This is an optimization exercise on Yosys and OpenROAD, whose aim is small area, a short achievable clock period and few clock cycles per item, not a production implementation. In this exercise RTL edits were held to simulation tests only and were not proved equivalent to the original. Power figures rest on the tool's default switching activity, not on a simulated workload.

==> design.v <==
package lvt_pkg;
    localparam int CAP_W   = 5;
    localparam int FIELD_W = 32;
    localparam logic [CAP_W-1:0] CAP_RESET = 5'd16;
    typedef enum logic [1:0] {
        ST_IDLE,
        ST_SEARCH,
        ST_APPLY
    } t_state;
    typedef struct packed {
        logic load_key;
        logic search;
        logic apply;
    } t_cmd;
    typedef struct packed {
        logic hit;
        logic error;
    } t_stat;
endpackage
module lvt_ctrl #(
    parameter int RES_W = 40
) (
    input  logic             i_clk,
    input  logic             i_rst_n,
    input  logic             i_push,
    input  logic [RES_W-1:0] i_res,
    input  logic             i_out_stall,
    output logic             o_hold,
    output logic             o_stall,
    output logic             o_valid,
    output logic [RES_W-1:0] o_res
);
    logic             r_ov;
    logic             r_sv;
    logic             r_stall;
    logic [RES_W-1:0] r_out;
    logic [RES_W-1:0] r_skid;
    logic             pop;
    logic             keep;
    logic             n_ov;
    logic             n_sv;
    logic [RES_W-1:0] in_res;
    assign pop  = r_ov && !i_out_stall;
    assign keep = r_ov && i_out_stall;
    assign n_ov = r_sv || i_push || keep;
    assign n_sv = keep && (r_sv || i_push);
    always_ff @(posedge i_clk) begin
        if (!i_rst_n) begin
            r_ov    <= 1'b0;
            r_sv    <= 1'b0;
            r_stall <= 1'b0;
        end else begin
            r_ov    <= n_ov;
            r_sv    <= n_sv;
            r_stall <= n_sv || (n_ov && i_out_stall);
        end
    end
    assign in_res = r_sv ? r_skid : i_res;
    always_ff @(posedge i_clk) begin
        if (!r_sv) r_skid <= i_res;
        r_out <= ({RES_W{keep}} & r_out) | ({RES_W{!keep}} & in_res);
    end
    assign o_hold  = r_sv;
    assign o_stall = r_stall;
    assign o_valid = r_ov;
    assign o_res   = r_out;
endmodule
module lvt_datapath #(
    parameter int DEPTH      = 16,
    parameter int VALUE_BITS = 32
) (
    input  logic                          i_clk,
    input  logic                          i_rst_n,
    input  logic                          i_cfg_we,
    input  logic [lvt_pkg::CAP_W-1:0]     i_cfg_wdata,
    input  logic                          i_hold,
    input  logic                          i_valid,
    input  logic [lvt_pkg::FIELD_W-1:0]   i_key_value,
    output logic                          o_push,
    output logic                          o_status,
    output logic                          o_hit,
    output logic                          o_evicted_valid,
    output logic [lvt_pkg::FIELD_W-1:0]   o_evicted_value,
    output logic [lvt_pkg::CAP_W-1:0]     o_occupancy
);
    localparam int CNT_W = $clog2(DEPTH + 1);
    localparam int LO_W  = VALUE_BITS / 2;
    logic [VALUE_BITS-1:0]     r_list [DEPTH];
    logic [CNT_W-1:0]          r_cnt;
    logic [lvt_pkg::CAP_W-1:0] r_cap;
    logic [DEPTH-1:0]      r_lv;
    logic                  r_full;
    logic [DEPTH-1:0]      r_missv;
    logic                  r_v2;
    logic [VALUE_BITS-1:0] r_k2;
    logic [DEPTH-1:0]      r_hlo2;
    logic [DEPTH-1:0]      r_hhi2;
    logic                  r_eq2;
    logic                  r_vb;
    logic [VALUE_BITS-1:0] r_kb;
    logic [DEPTH-1:0]      r_sb;    
    logic                  go;
    logic                  cap0;
    logic                  is_evict;
    logic                  is_insert;
    logic                  found;
    logic [DEPTH-1:0]      en;
    logic [DEPTH-1:0]      hlo;
    logic [DEPTH-1:0]      hhi;
    logic [DEPTH-1:0]      hlo1;
    logic [DEPTH-1:0]      hhi1;
    logic                  eqb_lo;
    logic                  eqb_hi;
    logic                  eq12;
    logic [DEPTH-1:0]      m2;
    logic [DEPTH-1:0]      s2;
    logic [DEPTH-1:0]      s2s;
    logic [VALUE_BITS-1:0] last;
    assign go = r_vb && !i_hold;
    always_comb begin
        found     = r_sb[0];
        cap0      = (r_cap == '0);
        is_evict  = !found && !cap0 && r_full;
        is_insert = !found && !cap0 && !r_full;
        for (int i = 0; i < DEPTH; i++)
            en[i] = go && (r_sb[i] || (!found && r_missv[i]));
    end
    logic [DEPTH-1:0] capsel;
    logic [DEPTH-1:0] lv_ins;
    logic             full_ins;
    logic             full_same;
    logic [DEPTH-1:0] missv_ins;
    logic [DEPTH-1:0] missv_same;
    logic             ins_now;
    always_comb begin
        for (int i = 0; i < DEPTH; i++)
            capsel[i] = (i == DEPTH - 1) ? (r_cap >= lvt_pkg::CAP_W'(DEPTH)) : (r_cap == lvt_pkg::CAP_W'(i + 1));
        lv_ins    = {r_lv[DEPTH-2:0], 1'b1};
        full_ins  = |(lv_ins & capsel);
        full_same = |(r_lv & capsel);
        for (int i = 0; i < DEPTH; i++) begin
            missv_ins[i]  = !cap0 && (full_ins ? lv_ins[i] : ((i == 0) ? 1'b1 : lv_ins[(i == 0) ? 0 : i - 1]));
            missv_same[i] = !cap0 && (full_same ? r_lv[i] : ((i == 0) ? 1'b1 : r_lv[(i == 0) ? 0 : i - 1]));
        end
        ins_now = go && is_insert;
    end
    always_comb begin
        for (int i = 0; i < DEPTH; i++) begin
            hlo[i] = (r_list[i][LO_W-1:0] == i_key_value[LO_W-1:0]);
            hhi[i] = (r_list[i][VALUE_BITS-1:LO_W] == i_key_value[VALUE_BITS-1:LO_W]);
        end
        eqb_lo = (r_kb[LO_W-1:0] == i_key_value[LO_W-1:0]);
        eqb_hi = (r_kb[VALUE_BITS-1:LO_W] == i_key_value[VALUE_BITS-1:LO_W]);
        eq12   = (r_k2 == i_key_value);
        for (int i = 0; i < DEPTH; i++) begin
            hlo1[i] = en[i] ? ((i == 0) ? eqb_lo : hlo[(i == 0) ? 0 : i - 1]) : hlo[i];
            hhi1[i] = en[i] ? ((i == 0) ? eqb_hi : hhi[(i == 0) ? 0 : i - 1]) : hhi[i];
        end
    end
    logic [DEPTH-1:0] lastsel;
    logic             last2;
    logic             drop2;
    always_comb begin
        m2 = r_hlo2 & r_hhi2 & r_lv;
        for (int i = 0; i < DEPTH; i++) begin
            s2[i]      = |(m2 >> i);
            lastsel[i] = r_lv[i] && ((i == DEPTH - 1) || !r_lv[(i == DEPTH - 1) ? i : i + 1]);
        end
        last2 = |(m2 & lastsel);
        drop2 = found ? r_eq2 : (is_evict && last2);
        for (int i = 0; i < DEPTH; i++)
            s2s[i] = en[i] ? (((i == 0) && r_eq2) || (s2[(i == 0) ? 0 : i - 1] && !drop2)) : s2[i];
    end
    always_comb begin
        last = '0;
        for (int i = 0; i < DEPTH; i++)
            if (lastsel[i]) last = last | r_list[i];
    end
    always_ff @(posedge i_clk) begin
        if (!i_rst_n) begin
            r_cnt   <= '0;
            r_cap   <= lvt_pkg::CAP_RESET;
            r_lv    <= '0;
            r_full  <= 1'b0;
            r_missv <= DEPTH'(1);
            r_v2    <= 1'b0;
            r_vb    <= 1'b0;
        end else begin
            if (i_cfg_we) r_cap <= i_cfg_wdata;
            if (ins_now) begin
                r_cnt   <= r_cnt + CNT_W'(1);
                r_lv    <= lv_ins;
                r_full  <= full_ins;
                r_missv <= missv_ins;
            end else begin
                r_full  <= full_same;
                r_missv <= missv_same;
            end
            if (!i_hold) begin
                r_v2 <= i_valid;
                r_vb <= r_v2;
            end
        end
    end
    always_ff @(posedge i_clk) begin
        for (int i = 0; i < DEPTH; i++)
            if (en[i]) r_list[i] <= (i == 0) ? r_kb : r_list[(i == 0) ? 0 : i - 1];
        if (!i_hold) begin
            r_k2   <= i_key_value;
            r_hlo2 <= hlo1;
            r_hhi2 <= hhi1;
            r_eq2  <= eq12;
            r_kb   <= r_k2;
            r_sb   <= s2s;
        end
    end
    assign o_push          = go;
    assign o_status        = !found && cap0;
    assign o_hit           = found;
    assign o_evicted_valid = is_evict;
    assign o_evicted_value = is_evict ? last : '0;
    assign o_occupancy     = lvt_pkg::CAP_W'(r_cnt + CNT_W'(is_insert));
endmodule
module lru_value_tracker #(
    parameter int DEPTH      = 16,
    parameter int VALUE_BITS = 32
) (
    input  logic                               i_clk,
    input  logic                               i_rst_n,
    input  logic                               i_cfg_we,
    input  logic [lvt_pkg::CAP_W-1:0]          i_cfg_wdata,
    input  logic                               i_valid,
    output logic                               o_stall,
    input  logic signed [lvt_pkg::FIELD_W-1:0] i_key_value,
    output logic                               o_valid,
    input  logic                               i_stall,
    output logic                               o_status,
    output logic                               o_hit,
    output logic                               o_evicted_valid,
    output logic signed [lvt_pkg::FIELD_W-1:0] o_evicted_value,
    output logic [lvt_pkg::CAP_W-1:0]          o_occupancy
);
    localparam int RES_W = 3 + lvt_pkg::FIELD_W + lvt_pkg::CAP_W;
    logic             hold;
    logic             push;
    logic             st, hit, evv;
    logic [lvt_pkg::FIELD_W-1:0] evval;
    logic [lvt_pkg::CAP_W-1:0]   occ;
    logic [RES_W-1:0] res;
    lvt_datapath #(
        .DEPTH      (DEPTH),
        .VALUE_BITS (VALUE_BITS)
    ) u_datapath (
        .i_clk           (i_clk),
        .i_rst_n         (i_rst_n),
        .i_cfg_we        (i_cfg_we),
        .i_cfg_wdata     (i_cfg_wdata),
        .i_hold          (hold),
        .i_valid         (i_valid && !o_stall),
        .i_key_value     (i_key_value),
        .o_push          (push),
        .o_status        (st),
        .o_hit           (hit),
        .o_evicted_valid (evv),
        .o_evicted_value (evval),
        .o_occupancy     (occ)
    );
    lvt_ctrl #(
        .RES_W (RES_W)
    ) u_ctrl (
        .i_clk       (i_clk),
        .i_rst_n     (i_rst_n),
        .i_push      (push),
        .i_res       ({st, hit, evv, evval, occ}),
        .i_out_stall (i_stall),
        .o_hold      (hold),
        .o_stall     (o_stall),
        .o_valid     (o_valid),
        .o_res       (res)
    );
    assign {o_status, o_hit, o_evicted_valid, o_evicted_value, o_occupancy} = res;
endmodule
==> run.sh <==
#!/bin/bash
# synth_recipe.tcl (not shown) runs the flow's synth.tcl, then flattens the netlist and writes it again
# the make line also repeats each setting of config.mk as NAME=value (left out here)
make -C /OpenROAD-flow-scripts/flow DESIGN_CONFIG=/design/flow/config.mk WORK_HOME=/design/flow/orfs CLKGATE_MAP_FILE= SYNTH_SCRIPT=/design/flow/synth_recipe.tcl finish
==> config.mk <==
export PLATFORM = sky130hd
export DESIGN_NAME = lru_value_tracker
export DESIGN_NICKNAME = lru_value_tracker
export VERILOG_FILES = /design/flow/design.v
export SDC_FILE = /design/flow/constraint.sdc
export NUM_CORES = 4
export LEC_CHECK = 0
export CAP_MARGIN = 20
export CORE_MARGIN = 2
export CORE_UTILIZATION = 40
export CTS_CLUSTER_DIAMETER = 100
export CTS_CLUSTER_SIZE = 20
export SETUP_SLACK_MARGIN = 2.2
export SLEW_MARGIN = 20
==> constraint.sdc <==
create_clock -name core_clock -period 4.4 [get_ports {i_clk}]
set_input_delay 0.8800 -clock core_clock [delete_from_list [all_inputs] [get_ports {i_clk}]]
set_output_delay 0.8800 -clock core_clock [all_outputs]
set_load 0.01 [all_outputs]
==> results.json, run 1 <==
{
  "path_max_fanout": 3,
  "ctsHoldBuffers": 0,
  "fin_cells": 3854,
  "skew_ps": 22.72,
  "dieHeight_um": 296.4,
  "synth_area_per_cell_um2": 13.69,
  "fin_crit_ps": 2238,
  "ys_ff_latch": 753,
  "cp-end-kind": "flip-flop",
  "rrSetupSlack_ps": 2160,
  "setup_viol": 0,
  "arrival_ps": 2620,
  "synth_edf_count": 665,
  "drive_gt1_share_pct": 20.41,
  "finalHoldViolCount": 0,
  "fmax_mhz": 446.8,
  "drt-initial-drc-count": 3044,
  "track_usage_pct": 28.05,
  "synth_top_area_share_pct": 58.39,
  "cts_tree": "built",
  "dpl.hpwl_mm": 89.31,
  "maxCapViolations": 0,
  "antenna_found_initial": 2,
  "dp_cells": 3670,
  "fin_crit_sh_pct": 50.87,
  "wl_mm": 125.5,
  "die-area_um2": 87850,
  "irDropWorstVdd_v": 0.0002377,
  "path_class": "flip-flop to flip-flop",
  "grt_max_degree": 84,
  "worstSetupStartpointType": "flip-flop",
  "yosysWarnings": 3,
  "rows": 107,
  "cts_made_buffers": 43,
  "path_clk_slew_ps": 90,
  "grt_overflow": 0,
  "finalMaxSlewViolations": 0,
  "synth.area.top_cells": "edfxtp_1 (58%), xor2_1 (13%), dfxtp_1 (5.2%), a22oi_1 (4.8%), nor4_1 (2.5%)",
  "slew-limit-headroom_pct": 35.53,
  "r2r_cells": 6,
  "netlist_instances": 2499,
  "min_path_cells": 2,
  "pre_cts_slack_ps": 886.1,
  "io_pins": 84,
  "setup_tns_ps": 0,
  "power_leakage_uw": 0.01383,
  "areaGrowthSynthToFinish_pct": 19.00,
  "setup_ws_ps": 2162,
  "cts_sinks": 753,
  "powerDensity_nw_per_um2": 318.7,
  "yosys.area.top_type": "edfxtp_1",
  "nets": 2738,
  "clockBufferDepth": 3,
  "syn_nets": 2544,
  "clk_latency_ps": 630,
  "antenna_cells": 0,
  "htree_levels": 2,
  "synth.cell_area_um2": 34200,
  "initial_core_util_pct": 40.23,
  "port_buffers": 83,
  "status": "no timing/DRC/antenna violations",
  "grt_pass1_vias": 22722,
  "die_x_um": 296.4,
  "vias": 23536,
  "ys.flop_type": "edfxtp_1",
  "viasPerCell": 6.107,
  "coreArea_um2": 85010,
  "cts_root_buffer": "clkbuf_16",
  "synth_cell_types": 69,
  "wire_per_inst_um": 32.57,
  "rsz0062_at_grt": "yes",
  "synth_common_cells": "edfxtp_1 (665), xor2_1 (514), a22oi_1 (220)",
  "place.gp.congestion": 0.9895,
  "seq_area_frac_synth_pct": 63.54,
  "cp.required_ps": 4780,
  "worst_pin_slew_ps": 967.0,
  "antenna_left": 0,
  "drc_errors": 0,
  "yosysMostFrequentCell": "edfxtp_1",
  "grt_pass1_wl_mm": 172.7,
  "worstHoldPathType": "flip-flop to flip-flop",
  "synthArstFlopShare_pct": 0,
  "first_pass_iters": 5
}
[cells by family (layout without fill, tap and decap cells)]
group                    Yosys count  in the layout  synth area share, %
buffers and inverters            186            392                2.272
multiplexers                      69             69                2.213
AND/OR/NAND/NOR                  476            480                7.804
adder cells (fa/ha/maj)            3              3               0.1098
XOR/XNOR                         583            583                14.93
AO/OA/AOI/OAI                    429            430                9.128
flip-flops                       753            753                63.54
[cell type report]
class | count | area, µm²
Tap cell | 1144 | 1431
Timing Repair Buffer | 323 | 3157
Multi-Input combinational cell | 1565 | 13070
Clock buffer | 58 | 1154
Inverter | 7 | 33.78
Sequential cell | 753 | 21800
Fill cell | 7516 | 44320
Clock inverter | 4 | 50.05
[critical path, cell delays in order (launching register included)]
cell and delay (ps):
edfxtp_1 540, and3_4 250, a31o_2 250, or3b_2 530, nor3_4 170, a22oi_2 70, a21o_1 190
[worst paths after layout]
check | from | end
worst min-delay path | u_ctrl.r_skid[11] | u_ctrl.r_skid[11]
worst max register to register | u_datapath.r_hhi2[5] | u_datapath.r_sb[0]
worst max-delay path | u_datapath.r_hhi2[5] | u_datapath.r_sb[0]
worst min register to register | u_ctrl.r_skid[11] | u_ctrl.r_skid[11]
[power by group]
part	switching [µW]	internal, µW	total, µW
Combinational	540	321	861
Clock	2400	1870	4280
Sequential	75.0	7760	7830
Total	3020	9950	13000
[state kept, by name, summed over array words and instances, names as in the netlist, 5 cells and up, named ones only]
signal and count:
u_datapath.r_hhi2 16, u_datapath.r_cap 5, u_datapath.r_cnt 5, u_datapath.r_kb 32, u_datapath.r_k2 32, u_datapath.r_sb 16, u_ctrl.r_skid 40, u_datapath.r_lv 16
u_datapath.r_missv 16, u_datapath.r_hlo2 16, u_datapath.r_list 512
[per-stage QoR]
step | utilization (%) | hold WS, ps | total power [µW] | cell area (µm²)
3_5_place_dp | 43.40 | 454.1 | 8790 | 36890
6_report | 47.87 | 454.4 | 12970 | 40700
5_1_grt | 47.87 | 476.3 | 13330 | 40700
3_3_place_gp | 43.37 | 448.0 | 8786 | 36870
2_1_floorplan | - | 426.6 | 8433 | 34300
4_1_cts | 46.81 | 459.9 | 13020 | 39800
[per-layer routing]
metal	vias up	track usage [%]	wire length, µm
met1	12002	40.74	53150
met2	1460	41.86	54370
met3	198	6.627	14000
li1	9874	-	-
met4	2	7.884	3990
met5	-	0	11
[cells in the final DEF, fill, tap and decap left out, types with 9 or more instances in the layout]
cell / count
nor4_2: 31
a22oi_1: 202
a21oi_1: 17
a21boi_0: 17
nor2_4: 14
mux2_4: 15
buf_12: 24
xor2_1: 514
o21ai_4: 10
nor2_1: 24
clkdlybuf4s50_1: 15
dfxtp_4: 18
clkdlybuf4s15_1: 24
clkbuf_16: 45
nor2b_4: 19
a22oi_2: 18
a221oi_2: 9
mux2i_1: 49
o21ai_0: 34
nor2b_1: 11
nand4_1: 95
dfxtp_1: 67
a22o_1: 14
xnor2_1: 67
buf_6: 24
nand3_1: 32
clkdlybuf4s15_2: 17
buf_4: 177
edfxtp_1: 665
clkbuf_1: 14
nand2_1: 89
a211oi_2: 15
o21ai_1: 16
o21ai_2: 21
nor4_1: 99
dlygate4sd2_1: 24
[what timing repair did]
action / CTS / global route
gates resized for setup: 334 / 139
cloned: 8 / 1
setup buffers: 77 / 36
setup endpoints to repair: 772 / 168
pin swaps: 37 / 52
Testbench counts, summed over its fixed seeds: cycles 16,024, items 16,000.
==> run 2, diff against run 1 <==
--- a/design.v
+++ b/design.v
@@ -91,5 +91,4 @@
     logic [DEPTH-1:0]      r_lv;
     logic                  r_full;
-    logic [DEPTH-1:0]      r_missv;
     logic                  r_v2;
     logic [VALUE_BITS-1:0] r_k2;
@@ -105,4 +104,5 @@
     logic                  is_insert;
     logic                  found;
+    logic [DEPTH-1:0]      missv;
     logic [DEPTH-1:0]      en;
     logic [DEPTH-1:0]      hlo;
@@ -124,5 +124,7 @@
         is_insert = !found && !cap0 && !r_full;
         for (int i = 0; i < DEPTH; i++)
-            en[i] = go && (r_sb[i] || (!found && r_missv[i]));
+            missv[i] = !cap0 && (r_full ? r_lv[i] : ((i == 0) ? 1'b1 : r_lv[(i == 0) ? 0 : i - 1]));
+        for (int i = 0; i < DEPTH; i++)
+            en[i] = go && (r_sb[i] || (!found && missv[i]));
     end
     logic [DEPTH-1:0] capsel;
@@ -130,6 +132,4 @@
     logic             full_ins;
     logic             full_same;
-    logic [DEPTH-1:0] missv_ins;
-    logic [DEPTH-1:0] missv_same;
     logic             ins_now;
     always_comb begin
@@ -139,8 +139,4 @@
         full_ins  = |(lv_ins & capsel);
         full_same = |(r_lv & capsel);
-        for (int i = 0; i < DEPTH; i++) begin
-            missv_ins[i]  = !cap0 && (full_ins ? lv_ins[i] : ((i == 0) ? 1'b1 : lv_ins[(i == 0) ? 0 : i - 1]));
-            missv_same[i] = !cap0 && (full_same ? r_lv[i] : ((i == 0) ? 1'b1 : r_lv[(i == 0) ? 0 : i - 1]));
-        end
         ins_now = go && is_insert;
     end
@@ -183,5 +179,4 @@
             r_lv    <= '0;
             r_full  <= 1'b0;
-            r_missv <= DEPTH'(1);
             r_v2    <= 1'b0;
             r_vb    <= 1'b0;
@@ -192,8 +187,6 @@
                 r_lv    <= lv_ins;
                 r_full  <= full_ins;
-                r_missv <= missv_ins;
             end else begin
                 r_full  <= full_same;
-                r_missv <= missv_same;
             end
             if (!i_hold) begin
==> run 2 against run 1 <==
  * Count of clock-buffer cells in the layout increased by 17
  * Critical endpoint is now u_datapath.r_sb[1]
  * Setup slack got worse by 48 ps
  * Still clean on timing, DRC and antenna
  * Via count decreased by 2.8%
  * Die area decreased by 1.4%
  * Largest cell class unchanged
  * Worst hold slack got worse by 4.3 ps
  * Sequential cell count decreased by 16
  * Area after synthesis decreased by 1.4%
  * Synthesized cell count decreased by 2.3%
  * Largest power group unchanged
  * Sequential share of layout area increased by 1.2 points
==> results.json, run 2 <==
{
  "status": "no timing/DRC/antenna violations",
  "min_from": "u_ctrl.r_skid[22]",
  "port_buffers": 83,
  "timing.hold.ws_ps": 450.1,
  "setup_tns_ps": 0,
  "vias": 22874,
  "synth_area_per_cell_um2": 13.81,
  "cts_root_buffer": "clkbuf_16",
  "setup_viol": 0,
  "power_leakage_uw": 0.01335,
  "io_pins": 84,
  "nets": 2648,
  "final_cell_mix": "edfxtp_1 (665), xor2_1 (546), a22oi_1 (213)",
  "synth_cell_types": 66,
  "clk_latency_ps": 620,
  "path_clk_slew_ps": 90,
  "coreArea_um2": 83560,
  "drc_errors": 0,
  "powerDensity_nw_per_um2": 321.0,
  "ys.flop_type": "edfxtp_1",
  "yosysMostFrequentCell": "edfxtp_1",
  "dpl.hpwl_mm": 81.81,
  "die-area_um2": 86640,
  "path_class": "flip-flop to flip-flop",
  "ys_ff_latch": 737,
  "synth_top_area_share_pct": 59.22,
  "cts_tree": "built",
  "fin_crit_sh_pct": 51.95,
  "arrival_ps": 2690,
  "power.total_uw": 12600,
  "netlist_instances": 2441,
  "areaGrowthSynthToFinish_pct": 16.41,
  "drive_gt1_share_pct": 16.16,
  "antenna_left": 0,
  "grt_pass1_wl_mm": 159.2,
  "largest_register_ffs": 512,
  "path_max_fanout": 3,
  "fin_cells": 3716,
  "worstHoldPathType": "flip-flop to flip-flop",
  "clockBufferDepth": 3,
  "antenna_cells": 0,
  "rows": 106,
  "largest-register": "u_datapath.r_list",
  "cts_sinks": 737,
  "fmax_mhz": 437.5,
  "worstSetupStartpointType": "flip-flop",
  "wire_per_inst_um": 30.81,
  "synth_common_cells": "edfxtp_1 (665), xor2_1 (547), a22oi_1 (235)",
  "htree_levels": 2,
  "grt_pass1_vias": 21899,
  "crit_path_start": "u_datapath.r_hlo2[10]",
  "wl_mm": 114.5,
  "yosysWarnings": 3,
  "syn_nets": 2486,
  "cp.required_ps": 4800,
  "antenna_found_initial": 6,
  "fin_crit_ps": 2286,
  "cp-end-kind": "flip-flop",
  "place.gp.congestion": 0.9761,
  "yosys.area.top_type": "edfxtp_1",
  "finalMaxSlewViolations": 0,
  "die_x_um": 294.3,
  "rr_startpoint": "u_datapath.r_hlo2[10]",
  "grt_overflow": 0,
  "pre_cts_slack_ps": 989.7,
  "slew-limit-headroom_pct": 32.26,
  "seq_area_frac_synth_pct": 63.50,
  "initial_core_util_pct": 40.36,
  "cts_made_buffers": 42,
  "skew_ps": 34.05,
  "final_common_cell": "edfxtp_1",
  "first_pass_iters": 9,
  "dp_cells": 3543,
  "finalHoldViolCount": 0,
  "rsz0062_at_grt": "yes",
  "synth.cell_area_um2": 33720,
  "dieHeight_um": 294.3,
  "worst_pin_slew_ps": 1013,
  "viasPerCell": 6.156,
  "biggestRegsByFlops": "u_datapath.r_list x512, u_ctrl.r_skid x40",
  "synth_edf_count": 665,
  "drt-initial-drc-count": 3384,
  "track_usage_pct": 25.61,
  "irDropWorstVdd_v": 0.0002212,
  "synthArstFlopShare_pct": 0,
  "setup_ws_ps": 2114,
  "synth.area.top_cells": "edfxtp_1 (59%), xor2_1 (14%), a22oi_1 (5.2%), dfxtp_1 (4.3%), nor4_1 (2.6%)",
  "maxCapViolations": 0,
  "grt_max_degree": 80
}
## run 2: cell types whose count changed after synthesis, sizes merged, moves of 16 or more
cell | previous run | this run
xnor2 | 69 | 36
o21ai | 81 | 54
dfxtp | 88 | 72
clkbuf | 131 | 42
nand2 | 92 | 143
nor2 | 39 | 10
mux2 | 19 | 3
buf | 48 | 128
nand3 | 37 | 10
xor2 | 514 | 547
## run 2: repair_timing
action / in CTS / in global routing
cloned: 3 / 3
setup endpoints to repair: 756 / 248
pin swaps: 18 / 21
buffers inserted: 64 / 26
resized for setup: 249 / 116
hold buffers: 0 / 0
## run 2: critical path, cell delays in order, from the launching register on
cell and delay (ps):
edfxtp_1 500, nand4b_1 240, nand4_1 300, nor4_4 440, o21ai_4 150, buf_4 170, a32oi_4 280
## run 2: routing by layer
layer  vias to the layer above  share of wire, %  routed length [µm]  global-route usage (%)
met5                         -             0.080                  92                  0.5105
met4                         8               3.4                3843                   7.180
met3                       249                12               13850                   6.975
met2                      1463                44               50400                   38.68
met1                     11553                40               46280                   36.12
li1                       9601                 -                   -                       -
## run 2: area by class of cell
type                       count  area (µm²)
clock buffer                  75        1196
sequential                   737       21480
multi-input combinational   1532       12290
tap                         1080        1351
clock inverter                 2       13.76
inverter                       5       30.03
timing repair buffer         285        2890
fill                        7333       44300
## run 2: power by group
group,switching [µW],total [µW],internal [µW]
logic,482,778,295
clock network,2310,4170,1860
registers,60.9,7650,7590
## run 2: metrics by stage
stage                     util, %  area, µm²
after floorplan                 -      33780
after global placement      43.23      36120
after detailed placement    43.30      36180
after CTS                   46.14      38550
after global routing        46.98      39250
final                       46.98      39250
## run 2: logic make-up after synthesis
logic type | after synthesis | share of synthesized area [%]
simple gates | 486 | 8.134
mux | 57 | 1.703
xor+xnor | 583 | 15.14
fa+ha+maj | 3 | 0.1113
compound gates | 400 | 8.917
buf+inv | 175 | 2.497
flops | 737 | 63.50
## run 2: worst paths after layout
check                            end  slack, ps  cells past startpoint
setup / recovery  u_datapath.r_sb[1]       2110                      6
hold / removal     u_ctrl.r_skid[22]        450                      2
setup reg to reg  u_datapath.r_sb[1]       2110                      6
hold reg to reg    u_ctrl.r_skid[22]        450                      2
Testbench counts of run 2, summed over its fixed seeds: cycles 16,024, items 16,000.
==> run 3, diff against run 2 <==
--- a/design.v
+++ b/design.v
@@ -85,5 +85,4 @@
 );
     localparam int CNT_W = $clog2(DEPTH + 1);
-    localparam int LO_W  = VALUE_BITS / 2;
     logic [VALUE_BITS-1:0]     r_list [DEPTH];
     logic [CNT_W-1:0]          r_cnt;
@@ -93,6 +92,5 @@
     logic                  r_v2;
     logic [VALUE_BITS-1:0] r_k2;
-    logic [DEPTH-1:0]      r_hlo2;
-    logic [DEPTH-1:0]      r_hhi2;
+    logic [DEPTH-1:0]      r_m2;
     logic                  r_eq2;
     logic                  r_vb;
@@ -106,10 +104,7 @@
     logic [DEPTH-1:0]      missv;
     logic [DEPTH-1:0]      en;
-    logic [DEPTH-1:0]      hlo;
-    logic [DEPTH-1:0]      hhi;
-    logic [DEPTH-1:0]      hlo1;
-    logic [DEPTH-1:0]      hhi1;
-    logic                  eqb_lo;
-    logic                  eqb_hi;
+    logic [DEPTH-1:0]      mk;
+    logic [DEPTH-1:0]      mk1;
+    logic                  eqb;
     logic                  eq12;
     logic [DEPTH-1:0]      m2;
@@ -142,15 +137,10 @@
     end
     always_comb begin
-        for (int i = 0; i < DEPTH; i++) begin
-            hlo[i] = (r_list[i][LO_W-1:0] == i_key_value[LO_W-1:0]);
-            hhi[i] = (r_list[i][VALUE_BITS-1:LO_W] == i_key_value[VALUE_BITS-1:LO_W]);
-        end
-        eqb_lo = (r_kb[LO_W-1:0] == i_key_value[LO_W-1:0]);
-        eqb_hi = (r_kb[VALUE_BITS-1:LO_W] == i_key_value[VALUE_BITS-1:LO_W]);
-        eq12   = (r_k2 == i_key_value);
-        for (int i = 0; i < DEPTH; i++) begin
-            hlo1[i] = en[i] ? ((i == 0) ? eqb_lo : hlo[(i == 0) ? 0 : i - 1]) : hlo[i];
-            hhi1[i] = en[i] ? ((i == 0) ? eqb_hi : hhi[(i == 0) ? 0 : i - 1]) : hhi[i];
-        end
+        for (int i = 0; i < DEPTH; i++)
+            mk[i] = (r_list[i] == i_key_value[VALUE_BITS-1:0]);
+        eqb  = (r_kb == i_key_value[VALUE_BITS-1:0]);
+        eq12 = (r_k2 == i_key_value[VALUE_BITS-1:0]);
+        for (int i = 0; i < DEPTH; i++)
+            mk1[i] = en[i] ? ((i == 0) ? eqb : mk[(i == 0) ? 0 : i - 1]) : mk[i];
     end
     logic [DEPTH-1:0] lastsel;
@@ -158,5 +148,5 @@
     logic             drop2;
     always_comb begin
-        m2 = r_hlo2 & r_hhi2 & r_lv;
+        m2 = r_m2 & r_lv;
         for (int i = 0; i < DEPTH; i++) begin
             s2[i]      = |(m2 >> i);
@@ -201,6 +191,5 @@
         if (!i_hold) begin
             r_k2   <= i_key_value;
-            r_hlo2 <= hlo1;
-            r_hhi2 <= hhi1;
+            r_m2   <= mk1;
             r_eq2  <= eq12;
             r_kb   <= r_k2;
==> flow/run.sh (new file) <==
#!/bin/bash
set -euo pipefail
cd "$(dirname "$0")/.."
bash standard.sh "BUFFER_PORTS_ARGS=-buffer_cell sky130_fd_sc_hd__buf_4" finish > run_standard.log 2>&1
==> standard.sh (new file) <==
#!/bin/bash
# synth_recipe.tcl (not shown) runs the flow's synth.tcl, then flattens the netlist and writes it again
# the make line also repeats each setting of config.mk as NAME=value (left out here)
make -C /OpenROAD-flow-scripts/flow DESIGN_CONFIG=/design/flow/config.mk WORK_HOME=/design/flow/orfs CLKGATE_MAP_FILE= SYNTH_SCRIPT=/design/flow/synth_recipe.tcl "${@:-finish}"
removed: run.sh
==> run 3 against run 2 <==
  * Still clean on timing, DRC and antenna
  * Fmax decreased by 1.0%
  * Synthesized cell count decreased by 0.74%
  * First-iteration DRC count increased by 20%
  * Critical path type unchanged
  * Largest cell class unchanged
==> results.json, run 3 <==
{
  "syn_nets": 2468,
  "io_pins": 84,
  "path_buf_inv": 0,
  "muxShareOfSynthArea_pct": 1.205,
  "seq_area_frac_synth_pct": 63.58,
  "rsz0062_at_grt": "yes",
  "worstSetupStartpointType": "flip-flop",
  "drive_gt1_share_pct": 19.93,
  "skew_ps": 27.40,
  "final_common_cell": "edfxtp_1",
  "largest_register_ffs": 512,
  "yosys.area.top_type": "edfxtp_1",
  "synth_common_cells": "edfxtp_1 (649), xnor2_1 (548), a22oi_1 (250)",
  "biggestRegsByFlops": "u_datapath.r_list x512, u_ctrl.r_skid x40",
  "worst_pin_slew_ps": 725.8,
  "power_frac_clock_pct": 33.4,
  "fin_crit_ps": 2310,
  "worstHoldPathType": "flip-flop to flip-flop",
  "fmax_mhz": 433.0,
  "rows": 105,
  "status": "no timing/DRC/antenna violations",
  "drc_errors": 0,
  "synth_top_family_by_area": "XOR/XNOR gates",
  "setup_ws_ps": 2090,
  "setup_tns_ps": 0,
  "synthSimpleGateAreaFrac_pct": 7.985,
  "fin_crit_sh_pct": 52.49,
  "grt_overflow": 0,
  "arrival_ps": 2630,
  "final_cell_mix": "edfxtp_1 (649), xnor2_1 (535), buf_4 (201)",
  "synth_adder_area_share_pct": 0.1140,
  "die_x_um": 290.9,
  "cp.required_ps": 4720,
  "initial_core_util_pct": 40.22,
  "ctsHoldBuffers": 0,
  "synth.area.top_cells": "edfxtp_1 (59%), xnor2_1 (15%), a22oi_1 (5.7%), dfxtp_1 (4.4%), nand4_1 (3.6%)",
  "areaGrowthSynthToFinish_pct": 16.89,
  "place.gp.congestion": 1.116,
  "grt_max_degree": 74,
  "pre_cts_slack_ps": 964.9,
  "cp-end-kind": "flip-flop",
  "seq_area_um2": 21010,
  "netlist_instances": 2423,
  "synth_top_area_share_pct": 59.20,
  "cts_tree": "built",
  "p_sw_share_pct": 23.84,
  "cts_made_buffers": 42,
  "synth-compound-area-share_pct": 9.304,
  "setup_viol": 0,
  "grt_pass1_wl_mm": 189.2,
  "nets": 2605,
  "antenna_left": 0,
  "htree_levels": 2,
  "synth_cell_types": 62,
  "largest-register": "u_datapath.r_list",
  "multi_input_area_um2": 12410,
  "crit_chain": "a22oi_2 > nand4_1 > nor4_4 > o31ai_2",
  "synth_edf_count": 649,
  "power_leakage_uw": 0.01187,
  "slew-limit-headroom_pct": 51.27,
  "p_int_uw": 9674,
  "critPathSlowestCell": "edfxtp_1",
  "worst_path_largest_cell_delay_ps": 550,
  "path_clk_slew_ps": 80,
  "coreArea_um2": 81850,
  "synth_area_per_cell_um2": 13.59,
  "ys.flop_type": "edfxtp_1",
  "drt-initial-drc-count": 4062,
  "grt_pass1_vias": 22391,
  "vias": 23506,
  "ys_ff_latch": 721,
  "clockBufferDepth": 3,
  "powerDensity_nw_per_um2": 330.1,
  "track_usage_pct": 32.65,
  "wl_mm": 143.4,
  "path_class": "flip-flop to flip-flop",
  "synth-xor-area-share_pct": 15.51,
  "cts_sinks": 721,
  "antenna_found_initial": 11,
  "yosysWarnings": 3,
  "port_buffers": 83,
  "cts_root_buffer": "clkbuf_16",
  "viasPerCell": 6.431,
  "p_seq_share_pct": 59.0,
  "fin_util_pct": 47.02,
  "clk_latency_ps": 610,
  "synthArstFlopShare_pct": 0,
  "maxCapViolations": 0,
  "finalMaxSlewViolations": 0,
  "p_switching_uw": 3028,
  "irDropWorstVdd_v": 0.0002669,
  "fill_cells": 7150,
  "yosysMostFrequentCell": "edfxtp_1",
  "synth.cell_area_um2": 32920,
  "finalHoldViolCount": 0,
  "die-area_um2": 84610,
  "cp_top_family": "simple AND/OR/NAND/NOR gates",
  "dpl.hpwl_mm": 101.4,
  "wire_per_inst_um": 39.23,
  "p_comb_share_pct": 7.6,
  "first_pass_iters": 8,
  "path_max_fanout": 2,
  "dieHeight_um": 290.9
}
-- run 3: path summary, 6_finish.rpt --
check / startpoint / end / cells after the start / slack (ps)
worst max-delay path: u_datapath.r_list[15][28] / flip-flop / 4 / 2090
worst min-delay path: u_ctrl.r_skid[17] / u_ctrl.r_skid[17] / 2 / 450
worst max register to register: u_datapath.r_list[15][28] / flip-flop / 4 / 2090
worst min register to register: u_ctrl.r_skid[17] / u_ctrl.r_skid[17] / 2 / 450
-- run 3: power groups by stage --
| stage | logic, µW | clock network, µW | registers [µW] |
|---|---|---|---|
| finish | 969 | 4240 | 7490 |
| global route | 990 | 4490 | 7500 |
| CTS | 913 | 4290 | 7490 |
| detailed placement | 823 | 0 | 7660 |
| global placement | 825 | 0 | 7660 |
| floorplan | 496 | 0 | 7630 |
-- run 3: cells by family (layout without fill, tap and decap cells) --
logic type               count (synthesis)  after routing
adder cells (fa/ha/maj)                  3              3
XOR/XNOR                               583            583
flip-flops                             721            721
AND/OR/NAND/NOR                        477            483
AO/OA/AOI/OAI                          417            422
multiplexers                            39             39
other                                    0              1
buffers and inverters                  183            333
-- run 3: final cells by class --
| type | instances | area share [%] |
|---|---|---|
| sequential | 721 | 54.60 |
| clock inverter | 3 | 0.06178 |
| inverter | 8 | 0.1203 |
| timing repair buffer | 257 | 6.360 |
| multi-input combinational | 1530 | 32.25 |
| tap | 1070 | 3.479 |
| clock buffer | 65 | 3.118 |
| antenna | 1 | 0.006503 |
-- run 3: what timing repair did --
action | 4_1_cts | 5_1_grt
cloned | 9 | 7
buffers inserted | 65 | 43
resized for setup | 206 | 110
endpoints found under the hold margin | 0 | 0
setup endpoints to repair | 694 | 202
pin swaps | 36 | 40
-- run 3: worst reg2reg max path: stages, from the launching register on --
cell	delay, ps
edfxtp_1	550
a22oi_2	410
nand4_1	480
nor4_4	470
o31ai_2	120
-- run 3: metal layers --
| layer | track usage (%) | vias up | wire, µm | share of wire [%] |
|---|---|---|---|---|
| li1 | - | 9475 | - | - |
| met3 | 9.223 | 346 | 17710 | 12 |
| met1 | 43.87 | 11904 | 54820 | 38 |
| met2 | 47.89 | 1771 | 60900 | 42 |
| met4 | 17.50 | 10 | 9896 | 6.9 |
| met5 | 0 | - | 70 | 0.049 |
-- run 3: per-stage QoR --
stage | total power (µW) | cell area, µm² | hold slack (ps) | cells
after floorplan | 8130 | 33050 | 411.7 | 2423
after global placement | 8483 | 34740 | 430.5 | 3461
after detailed placement | 8484 | 34740 | 430.3 | 3462
after CTS | 12700 | 37470 | 452.3 | 3604
after global routing | 12980 | 38480 | 482.2 | 3654
final | 12700 | 38480 | 450.9 | 3655
Testbench counts of run 3, summed over its fixed seeds: cycles 16,024, items 16,000.
==> run 4, diff against run 3 <==
--- a/design.v
+++ b/design.v
@@ -26,43 +26,22 @@
     input  logic [RES_W-1:0] i_res,
     input  logic             i_out_stall,
-    output logic             o_hold,
-    output logic             o_stall,
+    output logic             o_freeze,
     output logic             o_valid,
     output logic [RES_W-1:0] o_res
 );
     logic             r_ov;
-    logic             r_sv;
-    logic             r_stall;
     logic [RES_W-1:0] r_out;
-    logic [RES_W-1:0] r_skid;
-    logic             pop;
-    logic             keep;
-    logic             n_ov;
-    logic             n_sv;
-    logic [RES_W-1:0] in_res;
-    assign pop  = r_ov && !i_out_stall;
-    assign keep = r_ov && i_out_stall;
-    assign n_ov = r_sv || i_push || keep;
-    assign n_sv = keep && (r_sv || i_push);
-    always_ff @(posedge i_clk) begin
-        if (!i_rst_n) begin
-            r_ov    <= 1'b0;
-            r_sv    <= 1'b0;
-            r_stall <= 1'b0;
-        end else begin
-            r_ov    <= n_ov;
-            r_sv    <= n_sv;
-            r_stall <= n_sv || (n_ov && i_out_stall);
-        end
-    end
-    assign in_res = r_sv ? r_skid : i_res;
-    always_ff @(posedge i_clk) begin
-        if (!r_sv) r_skid <= i_res;
-        r_out <= ({RES_W{keep}} & r_out) | ({RES_W{!keep}} & in_res);
-    end
-    assign o_hold  = r_sv;
-    assign o_stall = r_stall;
-    assign o_valid = r_ov;
-    assign o_res   = r_out;
+    logic             freeze;
+    assign freeze = r_ov && i_out_stall;
+    always_ff @(posedge i_clk) begin
+        if (!i_rst_n) r_ov <= 1'b0;
+        else          r_ov <= freeze || i_push;
+    end
+    always_ff @(posedge i_clk) begin
+        if (!freeze) r_out <= i_res;
+    end
+    assign o_freeze = freeze;
+    assign o_valid  = r_ov;
+    assign o_res    = r_out;
 endmodule
 module lvt_datapath #(
@@ -85,4 +64,5 @@
 );
     localparam int CNT_W = $clog2(DEPTH + 1);
+    localparam int LO_W  = VALUE_BITS / 2;
     logic [VALUE_BITS-1:0]     r_list [DEPTH];
     logic [CNT_W-1:0]          r_cnt;
@@ -92,5 +72,6 @@
     logic                  r_v2;
     logic [VALUE_BITS-1:0] r_k2;
-    logic [DEPTH-1:0]      r_m2;
+    logic [DEPTH-1:0]      r_hlo2;
+    logic [DEPTH-1:0]      r_hhi2;
     logic                  r_eq2;
     logic                  r_vb;
@@ -104,7 +85,10 @@
     logic [DEPTH-1:0]      missv;
     logic [DEPTH-1:0]      en;
-    logic [DEPTH-1:0]      mk;
-    logic [DEPTH-1:0]      mk1;
-    logic                  eqb;
+    logic [DEPTH-1:0]      hlo;
+    logic [DEPTH-1:0]      hhi;
+    logic [DEPTH-1:0]      hlo1;
+    logic [DEPTH-1:0]      hhi1;
+    logic                  eqb_lo;
+    logic                  eqb_hi;
     logic                  eq12;
     logic [DEPTH-1:0]      m2;
@@ -137,10 +121,15 @@
     end
     always_comb begin
-        for (int i = 0; i < DEPTH; i++)
-            mk[i] = (r_list[i] == i_key_value[VALUE_BITS-1:0]);
-        eqb  = (r_kb == i_key_value[VALUE_BITS-1:0]);
-        eq12 = (r_k2 == i_key_value[VALUE_BITS-1:0]);
-        for (int i = 0; i < DEPTH; i++)
-            mk1[i] = en[i] ? ((i == 0) ? eqb : mk[(i == 0) ? 0 : i - 1]) : mk[i];
+        for (int i = 0; i < DEPTH; i++) begin
+            hlo[i] = (r_list[i][LO_W-1:0] == i_key_value[LO_W-1:0]);
+            hhi[i] = (r_list[i][VALUE_BITS-1:LO_W] == i_key_value[VALUE_BITS-1:LO_W]);
+        end
+        eqb_lo = (r_kb[LO_W-1:0] == i_key_value[LO_W-1:0]);
+        eqb_hi = (r_kb[VALUE_BITS-1:LO_W] == i_key_value[VALUE_BITS-1:LO_W]);
+        eq12   = (r_k2 == i_key_value);
+        for (int i = 0; i < DEPTH; i++) begin
+            hlo1[i] = en[i] ? ((i == 0) ? eqb_lo : hlo[(i == 0) ? 0 : i - 1]) : hlo[i];
+            hhi1[i] = en[i] ? ((i == 0) ? eqb_hi : hhi[(i == 0) ? 0 : i - 1]) : hhi[i];
+        end
     end
     logic [DEPTH-1:0] lastsel;
@@ -148,5 +137,5 @@
     logic             drop2;
     always_comb begin
-        m2 = r_m2 & r_lv;
+        m2 = r_hlo2 & r_hhi2 & r_lv;
         for (int i = 0; i < DEPTH; i++) begin
             s2[i]      = |(m2 >> i);
@@ -191,5 +180,6 @@
         if (!i_hold) begin
             r_k2   <= i_key_value;
-            r_m2   <= mk1;
+            r_hlo2 <= hlo1;
+            r_hhi2 <= hhi1;
             r_eq2  <= eq12;
             r_kb   <= r_k2;
@@ -239,5 +229,5 @@
         .i_cfg_wdata     (i_cfg_wdata),
         .i_hold          (hold),
-        .i_valid         (i_valid && !o_stall),
+        .i_valid         (i_valid),
         .i_key_value     (i_key_value),
         .o_push          (push),
@@ -256,9 +246,9 @@
         .i_res       ({st, hit, evv, evval, occ}),
         .i_out_stall (i_stall),
-        .o_hold      (hold),
-        .o_stall     (o_stall),
+        .o_freeze    (hold),
         .o_valid     (o_valid),
         .o_res       (res)
     );
+    assign o_stall = hold;
     assign {o_status, o_hit, o_evicted_valid, o_evicted_value, o_occupancy} = res;
 endmodule
==> run 4 against run 3 <==
  * Still clean on timing, DRC and antenna
  * Core utilization down 1.0 points
  * Fmax grew 2.2%
  * Clock power fell by 3%
  * Synthesized cell count decreased by 5.7%
  * Sequential share of layout area up 1.2 points
  * Count of clock-buffer cells in the layout decreased by 16
  * Area after synthesis decreased by 1.5%
  * Critical path depth rose by 1
  * Setup slack improved by 50 ps
  * Critical path type is now primary input to flip-flop
==> results.json, run 4 <==
{
  "worstSetupStartpointType": "primary input",
  "path_class": "primary input to flip-flop",
  "nets": 2468,
  "vias": 22767,
  "final_cell_mix": "edfxtp_1 (665), xor2_1 (530), buf_4 (200)",
  "setup_viol": 0,
  "worstHoldPathType": "flip-flop to flip-flop",
  "die_x_um": 288.7,
  "coreArea_um2": 80420,
  "crit_chain": "buf_4 > xor2_1 > nor4_1 > nand4_1 > mux2i_1",
  "path_clk_slew_ps": 90,
  "clk_latency_ps": 640,
  "path_max_fanout": 19,
  "drc_errors": 0,
  "cts_root_buffer": "clkbuf_16",
  "cp.required_ps": 4850,
  "cts_sinks": 695,
  "largest-register": "u_datapath.r_list",
  "power_leakage_uw": 0.01242,
  "finalHoldViolCount": 0,
  "antenna_found_initial": 6,
  "ys_ff_latch": 695,
  "wl_mm": 120.9,
  "dieHeight_um": 288.7,
  "r2r_cells": 8,
  "wl_met2_mm": 51.92,
  "wire_per_inst_um": 34.56,
  "synth_area_per_cell_um2": 14.19,
  "synth.area.top_cells": "edfxtp_1 (62%), xor2_1 (14%), nor4_1 (2.6%), a22o_1 (2.3%), a221oi_1 (2.2%)",
  "grt_max_degree": 139,
  "m1WireLength_mm": 47.08,
  "ys.flop_type": "edfxtp_1",
  "rsz0062_at_grt": "no",
  "routed-wl-met3_mm": 16.71,
  "cts_tree": "built",
  "slew-limit-headroom_pct": 37.83,
  "power.total_uw": 12190,
  "htree_levels": 2,
  "seq_area_frac_synth_pct": 63.44,
  "biggestRegsByFlops": "u_datapath.r_list x512, u_ctrl.r_out x40",
  "largest_register_ffs": 512,
  "yosysMostFrequentCell": "edfxtp_1",
  "antenna_left": 0,
  "clockBufferDepth": 3,
  "status": "no timing/DRC/antenna violations",
  "irDropWorstVdd_v": 0.0002927,
  "topRoutingLayerUsed": "met5",
  "initial_core_util_pct": 40.32,
  "grt_pass1_vias": 21384,
  "powerDensity_nw_per_um2": 329.6,
  "port_buffers": 83,
  "synth_edf_count": 665,
  "netlist_instances": 2285,
  "postPlaceCellArea_um2": 34180,
  "fin_cells": 3498,
  "final_common_cell": "edfxtp_1",
  "cts_made_buffers": 42,
  "critPathSlowestCell": "nor4_1",
  "fin_crit_ps": 2260,
  "drive_gt1_share_pct": 16.34,
  "die-area_um2": 83360,
  "syn_nets": 2330,
  "synth_cell_types": 58,
  "fin_util_pct": 45.97,
  "finalMaxSlewViolations": 0,
  "rows": 104,
  "setup_tns_ps": 0,
  "first_pass_iters": 6,
  "dpl.hpwl_mm": 80.76,
  "yosysWarnings": 3,
  "viasPerCell": 6.509,
  "final_area_um2": 36970,
  "fmax_mhz": 442.5,
  "synth.cell_area_um2": 32430,
  "worst_path_largest_cell_delay_ps": 580,
  "io_pins": 84,
  "track_usage_pct": 28.44,
  "place.gp.congestion": 1.011,
  "min_path_cells": 0,
  "worst_pin_slew_ps": 932.5,
  "skew_ps": 40.98,
  "grt_pass1_wl_mm": 166.6,
  "grt_overflow": 0,
  "synth_top_area_share_pct": 61.58,
  "areaGrowthSynthToFinish_pct": 14.02,
  "synth_common_cells": "edfxtp_1 (665), xor2_1 (530), nor4_1 (134)",
  "arrival_ps": 2710,
  "synthArstFlopShare_pct": 0,
  "maxCapViolations": 0,
  "drt-initial-drc-count": 4405,
  "yosys.area.top_type": "edfxtp_1",
  "dp_cells": 3309,
  "fin_crit_sh_pct": 51.37,
  "cp-end-kind": "flip-flop"
}
==> run 4: per-stage QoR <==
step | setup WS (ps) | hold slack, ps
after floorplan | 1428 | 441.2
after global routing | 2174 | 480.7
after CTS | 2208 | 473.1
after global placement | 1304 | 451.7
final | 2140 | 471.1
after detailed placement | 1228 | 454.0
==> run 4: layout make-up <==
cell class	count	area (µm²)
inverters	20	131.4
clock inverters	7	87.58
repair buffers	230	2085
clock buffers	49	1099
flip-flops and latches	695	20620
multi-input cells	1419	11500
repair inverters	15	112.6
diodes	3	7.507
well taps	1060	1326
fillers	7111	43450
==> run 4: worst max-delay path, delay by kind of cell <==
family / cells / cell delay, ps
xor+xnor: 1 / 120
buf+inv: 1 / 360
mux: 1 / 290
simple gates: 2 / 1000
==> run 4: power by group <==
| part | switching (µW) | internal, µW |
|---|---|---|
| logic | 479 | 249 |
| registers | 97.6 | 7250 |
| clock network | 2300 | 1810 |
| total | 2880 | 9310 |
==> run 4: cells by family (layout without fill, tap and decap cells) <==
logic type      count (synthesis)  in the layout  synth area share, %
buf+inv                       177            321                2.670
simple gates                  396            401                7.123
compound gates                377            378                9.234
mux                            54             54                1.675
other cells                     0              3                    0
fa+ha+maj                       3              3               0.1158
flops                         695            695                63.44
xor+xnor                      583            583                15.75
==> run 4: final timing paths <==
kind	from	to	slack [ps]
hold reg to reg	u_datapath.r_k2[20]	u_datapath.r_kb[20]	470
setup / recovery	i_key_value[12]	u_datapath.r_hlo2[13]	2140
setup reg to reg	u_datapath.r_lv[4]	u_ctrl.r_out[33]	2140
hold / removal	u_datapath.r_k2[20]	u_datapath.r_kb[20]	470
==> run 4: timing repair <==
item                       in CTS  in global routing
gates cloned                   21                  0
pin swaps                       5                  3
gates resized for setup        64                 26
buffers inserted              108                  1
hold buffers                    0                  0
setup endpoints to repair     596                520
==> run 4: routing by layer <==
layer,global-route usage [%],up-vias
li1,-,9031
met4,10.17,4
met5,0,-
met3,8.910,325
met2,42.28,1894
met1,39.20,11513
Testbench counts of run 4, summed over its fixed seeds: cycles 16,024, items 16,000.
==> run 5, diff against run 4 <==
--- a/design.v
+++ b/design.v
@@ -68,5 +68,7 @@
     logic [CNT_W-1:0]          r_cnt;
     logic [lvt_pkg::CAP_W-1:0] r_cap;
+    logic                      r_cap0;    
     logic [DEPTH-1:0]      r_lv;
+    logic [DEPTH-1:0]      r_ls;
     logic                  r_full;
     logic                  r_v2;
@@ -99,5 +101,5 @@
     always_comb begin
         found     = r_sb[0];
-        cap0      = (r_cap == '0);
+        cap0      = r_cap0;
         is_evict  = !found && !cap0 && r_full;
         is_insert = !found && !cap0 && !r_full;
@@ -133,14 +135,11 @@
         end
     end
-    logic [DEPTH-1:0] lastsel;
     logic             last2;
     logic             drop2;
     always_comb begin
         m2 = r_hlo2 & r_hhi2 & r_lv;
-        for (int i = 0; i < DEPTH; i++) begin
-            s2[i]      = |(m2 >> i);
-            lastsel[i] = r_lv[i] && ((i == DEPTH - 1) || !r_lv[(i == DEPTH - 1) ? i : i + 1]);
-        end
-        last2 = |(m2 & lastsel);
+        for (int i = 0; i < DEPTH; i++)
+            s2[i] = |(m2 >> i);
+        last2 = |(m2 & r_ls);
         drop2 = found ? r_eq2 : (is_evict && last2);
         for (int i = 0; i < DEPTH; i++)
@@ -150,5 +149,5 @@
         last = '0;
         for (int i = 0; i < DEPTH; i++)
-            if (lastsel[i]) last = last | r_list[i];
+            if (r_ls[i]) last = last | r_list[i];
     end
     always_ff @(posedge i_clk) begin
@@ -156,13 +155,19 @@
             r_cnt   <= '0;
             r_cap   <= lvt_pkg::CAP_RESET;
+            r_cap0  <= 1'b0;
             r_lv    <= '0;
+            r_ls    <= '0;
             r_full  <= 1'b0;
             r_v2    <= 1'b0;
             r_vb    <= 1'b0;
         end else begin
-            if (i_cfg_we) r_cap <= i_cfg_wdata;
+            if (i_cfg_we) begin
+                r_cap  <= i_cfg_wdata;
+                r_cap0 <= (i_cfg_wdata == '0);
+            end
             if (ins_now) begin
                 r_cnt   <= r_cnt + CNT_W'(1);
                 r_lv    <= lv_ins;
+                r_ls    <= {r_ls[DEPTH-2:0], r_ls == '0};
                 r_full  <= full_ins;
             end else begin
@@ -229,5 +234,5 @@
         .i_cfg_wdata     (i_cfg_wdata),
         .i_hold          (hold),
-        .i_valid         (i_valid),
+        .i_valid         (i_valid && !i_stall),
         .i_key_value     (i_key_value),
         .o_push          (push),
@@ -250,5 +255,5 @@
         .o_res       (res)
     );
-    assign o_stall = hold;
+    assign o_stall = i_stall;
     assign {o_status, o_hit, o_evicted_valid, o_evicted_value, o_occupancy} = res;
 endmodule
==> run 5 against run 4 <==
  * Still clean on timing, DRC and antenna
  * Combinational power shrank 15%
  * Non-clock buffer count shrank 66
  * Sequential share of layout area grew 1.4 points
  * Worst hold slack gained 1.5 ps
  * Sequential power grew 1%
  * Critical endpoint is now u_datapath.r_sb[0]
  * Largest cell class unchanged
  * Largest power group unchanged
  * Highest routed layer unchanged
==> results.json, run 5 <==
{
  "status": "no timing/DRC/antenna violations",
  "dpl.hpwl_mm": 84.38,
  "place.gp.congestion": 0.9940,
  "synth_edf_count": 665,
  "vias": 21979,
  "rows": 104,
  "largest_register_ffs": 512,
  "synth_common_cells": "edfxtp_1 (665), xor2_1 (545), nor4_1 (143)",
  "finalHoldViolCount": 0,
  "maxCapViolations": 0,
  "areaGrowthSynthToFinish_pct": 11.90,
  "drc_errors": 0,
  "dieHeight_um": 290.2,
  "synth.cell_area_um2": 32760,
  "cp-end-kind": "flip-flop",
  "track_usage_pct": 27.48,
  "clockBufferDepth": 3,
  "io_pins": 84,
  "drive_gt1_share_pct": 13.47,
  "timing.hold.ws_ps": 472.6,
  "syn_nets": 2349,
  "worstSetupStartpointType": "flip-flop",
  "clk_latency_ps": 640,
  "irDropWorstVdd_v": 0.0002851,
  "coreArea_um2": 80810,
  "rrSetupSlack_ps": 2130,
  "slew-limit-headroom_pct": 32.19,
  "fin_util_pct": 45.37,
  "yosys.area.top_type": "edfxtp_1",
  "first_pass_iters": 6,
  "finalMaxSlewViolations": 0,
  "synth.area.top_cells": "edfxtp_1 (61%), xor2_1 (15%), dfxtp_1 (2.9%), a221oi_1 (2.8%), nor4_1 (2.7%)",
  "die_x_um": 290.2,
  "seq_area_frac_synth_pct": 63.82,
  "yosysMostFrequentCell": "edfxtp_1",
  "path_class": "flip-flop to flip-flop",
  "wire_per_inst_um": 34.66,
  "final_common_cell": "edfxtp_1",
  "biggestRegsByFlops": "u_datapath.r_list x512, u_ctrl.r_out x40",
  "synth_cell_types": 57,
  "fmax_mhz": 440.7,
  "min_path_cells": 0,
  "r2r_cells": 6,
  "setup_viol": 0,
  "path_max_fanout": 19,
  "nets": 2411,
  "grt_pass1_vias": 21155,
  "cts_root_buffer": "clkbuf_16",
  "critPathSlowestCell": "a21oi_2",
  "final_cell_mix": "edfxtp_1 (665), xor2_1 (545), buf_4 (149)",
  "rsz0062_at_grt": "yes",
  "ctsHoldBuffers": 0,
  "crit_chain": "buf_4 > inv_1 > a21oi_2 > o21a_4 > a2111oi_4 > a31oi_1",
  "yosysWarnings": 3,
  "wl_mm": 119.4,
  "cts_tree": "built",
  "pre_cts_slack_ps": 1354,
  "path_buf_inv": 2,
  "skew_ps": 59.72,
  "powerDensity_nw_per_um2": 333.8,
  "initial_core_util_pct": 40.55,
  "drt-initial-drc-count": 3112,
  "cts_sinks": 712,
  "fin_crit_sh_pct": 51.57,
  "largest-register": "u_datapath.r_list",
  "viasPerCell": 6.382,
  "netlist_instances": 2304,
  "worst_pin_slew_ps": 1017,
  "arrival_ps": 2710,
  "grt_pass1_wl_mm": 164.2,
  "port_buffers": 83,
  "htree_levels": 2,
  "worstHoldPathType": "flip-flop to flip-flop",
  "synthArstFlopShare_pct": 0,
  "setup_tns_ps": 0,
  "antenna_left": 0,
  "cp_top_family": "compound AO/OA/AOI/OAI gates",
  "die-area_um2": 84220,
  "worst_path_largest_cell_delay_ps": 550,
  "grt_overflow": 0,
  "ys_ff_latch": 712,
  "power_leakage_uw": 0.01201,
  "grt_max_degree": 155,
  "synth_top_area_share_pct": 60.95,
  "cp.required_ps": 4850,
  "antenna_found_initial": 9,
  "ys.flop_type": "edfxtp_1",
  "path_clk_slew_ps": 90,
  "cts_made_buffers": 43,
  "synth_area_per_cell_um2": 14.22,
  "setup_ws_ps": 2131,
  "worst-path-stages": 6,
  "fin_crit_ps": 2269
}
run 5: cell types whose count changed in the layout (fill, tap and decap cells not counted), moves of 21 or more:
| cell | change |
|---|---|
| nor2_1 | -21 |
| nor2_4 | +22 |
| clkinvlp_4 | -28 |
| a22oi_1 | -23 |
| nand2_1 | +22 |
| buf_4 | -51 |
run 5: what timing repair did:
action / CTS / global route
endpoints found under the setup margin: 581 / 177
endpoints found under the hold margin: 0 / 0
buffers inserted: 39 / 7
cloned: 12 / 1
gates resized for setup: 51 / 29
pin swaps: 23 / 10
run 5: cell families (layout without fill, tap and decap cells):
family	count (synthesis)	after routing	share of synthesized area [%]
other	0	1	0
xor gates and xnor gates	583	583	15.58
muxes	41	41	1.256
and+or+nand+nor	405	416	7.248
adders and majority gates	3	3	0.1146
AOI/OAI and AO/OA	392	393	9.688
DFF	712	712	63.82
buffers and inverters	168	235	2.287
run 5: report_power, final:
| part | leakage (µW) | switching (µW) | internal (µW) |
|---|---|---|---|
| logic | 0.00465 | 414 | 207 |
| registers | 0.00676 | 63.1 | 7360 |
| clock network | 0.000598 | 2330 | 1870 |
run 5: final timing paths:
kind                                             to                 from
worst max-delay path             u_datapath.r_sb[0]   u_datapath.r_lv[0]
worst min-delay path            u_datapath.r_kb[11]  u_datapath.r_k2[11]
worst max register to register   u_datapath.r_sb[0]   u_datapath.r_lv[0]
worst min register to register  u_datapath.r_kb[11]  u_datapath.r_k2[11]
run 5: area by class of cell:
| class | count | area, µm² |
|---|---|---|
| Fill cell | 7103 | 44140 |
| Sequential cell | 712 | 20970 |
| Multi-Input combinational cell | 1436 | 11650 |
| Timing Repair Buffer | 164 | 1409 |
| Tap cell | 1060 | 1326 |
| Clock buffer | 56 | 1147 |
| Clock inverter | 6 | 86.33 |
| Inverter | 8 | 60.06 |
| Timing Repair inverter | 1 | 7.507 |
| Antenna cell | 1 | 2.502 |
run 5: routing by layer:
| layer | track usage, % | wire length, µm |
|---|---|---|
| met1 | 39.87 | 49700 |
| met2 | 39.67 | 50550 |
| met3 | 8.902 | 16330 |
| met4 | 6.809 | 2785 |
| met5 | 0 | 13 |
run 5: through the flow:
stage               power, µW  cells  cell area, µm²
floorplan                7959   2304           32920
global placement         8169   3321           34430
detailed placement       8182   3322           34460
CTS                     12300   3435           36460
global route            12570   3443           36660
finish                  12240   3444           36660
run 5: worst register-to-register path, stage by stage, from the launching register on:
cell and delay [ps]:
dfxtp_1 310, buf_4 240, inv_1 100, a21oi_2 550, o21a_4 450, a2111oi_4 230
a31oi_1 210
Testbench counts of run 5, summed over its fixed seeds: cycles 16,024, items 16,000.
==> run 6, diff against run 5 <==
--- a/config.mk
+++ b/config.mk
@@ -11,4 +11,4 @@
 export CTS_CLUSTER_DIAMETER = 100
 export CTS_CLUSTER_SIZE = 20
-export SETUP_SLACK_MARGIN = 2.2
+export SETUP_SLACK_MARGIN = 2.3
 export SLEW_MARGIN = 20
==> run 6 against run 5 <==
  * Die area unchanged
  * Largest cell class unchanged
  * First-iteration DRC count increased by 13%
  * Critical path depth decreased by 1
  * Sequential share of layout area shrank 1.1 points
  * Final cell count rose by 0.81%
  * Global-route usage is 1.4 points higher
==> results.json, run 6 <==
{
  "powerDensity_nw_per_um2": 326.4,
  "biggestRegsByFlops": "u_datapath.r_list x512, u_ctrl.r_out x40",
  "drive_gt1_share_pct": 15.73,
  "dpl.hpwl_mm": 85.34,
  "worstSetupStartpointType": "flip-flop",
  "path_max_fanout": 3,
  "yosys.area.top_type": "edfxtp_1",
  "setup_tns_ps": 0,
  "critPathSlowestCell": "a2111oi_4",
  "coreArea_um2": 80810,
  "rsz0062_at_grt": "yes",
  "ys.flop_type": "edfxtp_1",
  "synth.area.top_cells": "edfxtp_1 (61%), xor2_1 (15%), dfxtp_1 (2.9%), a221oi_1 (2.8%), nor4_1 (2.7%)",
  "arrival_ps": 2670,
  "path_class": "flip-flop to flip-flop",
  "synth_edf_count": 665,
  "cts_tree": "built",
  "cp-end-kind": "flip-flop",
  "synth_area_per_cell_um2": 14.22,
  "synthArstFlopShare_pct": 0,
  "nets": 2442,
  "grt_overflow": 0,
  "viasPerCell": 6.520,
  "io_pins": 84,
  "netlist_instances": 2304,
  "finalMaxSlewViolations": 0,
  "final_common_cell": "edfxtp_1",
  "worstHoldPathType": "flip-flop to flip-flop",
  "dieHeight_um": 290.2,
  "grt_busiest_layer": "met2",
  "synth_cell_types": 57,
  "final_cell_mix": "edfxtp_1 (665), xor2_1 (545), nor4_1 (141), buf_4 (141), a22o_1 (96)",
  "first_pass_iters": 6,
  "drc_errors": 0,
  "antenna_found_initial": 6,
  "cts_root_buffer": "clkbuf_16",
  "grt_pass1_wl_mm": 171.6,
  "grt_max_degree": 137,
  "wire_per_inst_um": 36.27,
  "htree_levels": 2,
  "place.gp.congestion": 1.019,
  "power.total_uw": 12200,
  "syn_nets": 2349,
  "drt-initial-drc-count": 3519,
  "skew_ps": 27.75,
  "areaGrowthSynthToFinish_pct": 14.09,
  "vias": 22639,
  "cts_made_buffers": 43,
  "largest-register": "u_datapath.r_list",
  "rows": 104,
  "die_x_um": 290.2,
  "grt_use_met3_pct": 9.690,
  "largest_register_ffs": 512,
  "use_met2_pct": 41.86,
  "fmax_mhz": 424.4,
  "worst_path_largest_cell_delay_ps": 650,
  "setup_viol": 0,
  "power_leakage_uw": 0.01223,
  "port_buffers": 83,
  "met1_usage_pct": 40.94,
  "path_clk_slew_ps": 90,
  "antenna_left": 0,
  "synth_top_area_share_pct": 60.95,
  "cts_sinks": 712,
  "fin_util_pct": 46.26,
  "synth.cell_area_um2": 32760,
  "die-area_um2": 84220,
  "irDropWorstVdd_v": 0.0004057,
  "initial_core_util_pct": 40.55,
  "wl_mm": 125.9,
  "ys_ff_latch": 712,
  "track_usage_pct": 28.90,
  "clk_latency_ps": 620,
  "finalHoldViolCount": 0,
  "fin_crit_ps": 2356,
  "yosysMostFrequentCell": "edfxtp_1",
  "status": "no timing/DRC/antenna violations",
  "fin_crit_sh_pct": 53.55,
  "yosysWarnings": 3,
  "cp_top_family": "simple AND/OR/NAND/NOR gates",
  "synth_common_cells": "edfxtp_1 (665), xor2_1 (545), nor4_1 (143)",
  "slew-limit-headroom_pct": 38.68,
  "worst_pin_slew_ps": 919.7,
  "cp.required_ps": 4720,
  "seq_area_frac_synth_pct": 63.82,
  "maxCapViolations": 0,
  "clockBufferDepth": 3,
  "crit_chain": "and3_4 > nor4_4 > nand4_4 > a2111oi_4 > a31oi_1",
  "grt_pass1_vias": 21742,
  "path_buf_inv": 0
}
-- run 6: cell counts after synthesis --
No cell type changed its count.
-- run 6: cell families (layout without fill, tap and decap cells) --
logic type	Yosys count	in the layout	synth area share, %
other cells	0	3	0
mux	41	41	1.256
simple gates	405	419	7.248
buf+inv	168	258	2.287
compound gates	392	393	9.688
flops	712	712	63.82
fa+ha+maj	3	3	0.1146
xor+xnor	583	583	15.58
-- run 6: final cells by class --
| class | count | area [µm²] |
|---|---|---|
| fillers | 7014 | 43430 |
| clock inverters | 7 | 71.32 |
| flip-flops and latches | 712 | 20970 |
| repair inverters | 2 | 23.77 |
| inverters | 8 | 50.05 |
| repair buffers | 191 | 1919 |
| multi-input cells | 1439 | 11900 |
| clock buffers | 50 | 1112 |
| well taps | 1060 | 1326 |
| diodes | 3 | 7.507 |
-- run 6: what timing repair did --
action	CTS	global route
hold buffers	0	0
endpoints found under the hold margin	0	0
buffers inserted	56	25
pin swaps	28	14
setup endpoints to repair	594	312
cloned	17	1
gates resized for setup	96	49
-- run 6: per-stage QoR --
| step | hold slack, ps | cell area (µm²) | std cells | setup WS, ps |
|---|---|---|---|---|
| after floorplan | 443.7 | 32940 | 2304 | 1452 |
| after global placement | 452.0 | 34370 | 3313 | 1412 |
| after detailed placement | 454.8 | 34370 | 3313 | 1314 |
| after CTS | 473.8 | 36840 | 3443 | 2266 |
| after global routing | 482.0 | 37370 | 3469 | 2090 |
| final | 467.8 | 37380 | 3472 | 2044 |
-- run 6: layer usage --
metal,vias to the layer above,part of all wire (%)
met2,1766,42
met4,14,3.5
li1,9068,-
met3,254,14
met5,-,0.12
met1,11537,40
-- run 6: where the power goes --
| part | switching, µW | internal (µW) |
|---|---|---|
| Clock | 2300 | 1820 |
| Sequential | 65.8 | 7360 |
| Combinational | 428 | 221 |
-- run 6: worst paths after layout --
path / to / startpoint / cells past startpoint / slack, ps
worst max-delay path: u_datapath.r_sb[0] / u_datapath.r_hhi2[7] / 5 / 2040
worst min-delay path: u_datapath.r_list[0][12] / u_datapath.r_kb[12] / 0 / 470
worst max register to register: u_datapath.r_sb[0] / u_datapath.r_hhi2[7] / 5 / 2040
worst min register to register: u_datapath.r_list[0][12] / u_datapath.r_kb[12] / 0 / 470

==> re-timing with driven ports <==
In the flow no input, the clock included, has a driving cell. The finished layouts below were timed again as built, in two steps.
Step 1 (the two cells are an assumption about what drives the block):
set clk [get_ports {i_clk}]
set_driving_cell -lib_cell sky130_fd_sc_hd__clkbuf_16 $clk
set_driving_cell -lib_cell sky130_fd_sc_hd__buf_2 [delete_from_list [all_inputs] $clk]
Step 2 adds t to the input delays and takes it off the output delays; t is the mean of the earliest and latest rising clock arrival at the registers after step 1. Input paths then give back, and output paths get back, about the clock's delay inside the block.
Slacks: ideal / step 1 / step 2; pairs: ideal / step 1.
run | t, ns | setup WS [ns] | worst setup path at the end | slew at the worst register clock pin (ns) | cell pins on the clock port's net
run 1 | 0.684 | 2.162 / 2.162 / 1.541 | input to register | 0.10 / 0.10 | 1
run 2 | 0.669 | 2.114 / 2.114 / 1.542 | input to register | 0.10 / 0.10 | 1
run 3 | 0.669 | 2.090 / 2.090 / 1.535 | input to register | 0.10 / 0.10 | 1
run 4 | 0.679 | 2.140 / 2.142 / 1.502 | input to register | 0.11 / 0.11 | 1
run 5 | 0.671 | 2.131 / 2.131 / 1.596 | input to register | 0.09 / 0.09 | 1
run 6 | 0.661 | 2.044 / 2.044 / 1.644 | input to register | 0.09 / 0.09 | 1
After both steps setup and hold are still met in every run listed. The setup slack of run 4, which loses most, moves by +0.002 ns with the drivers and by -0.638 ns with both steps.
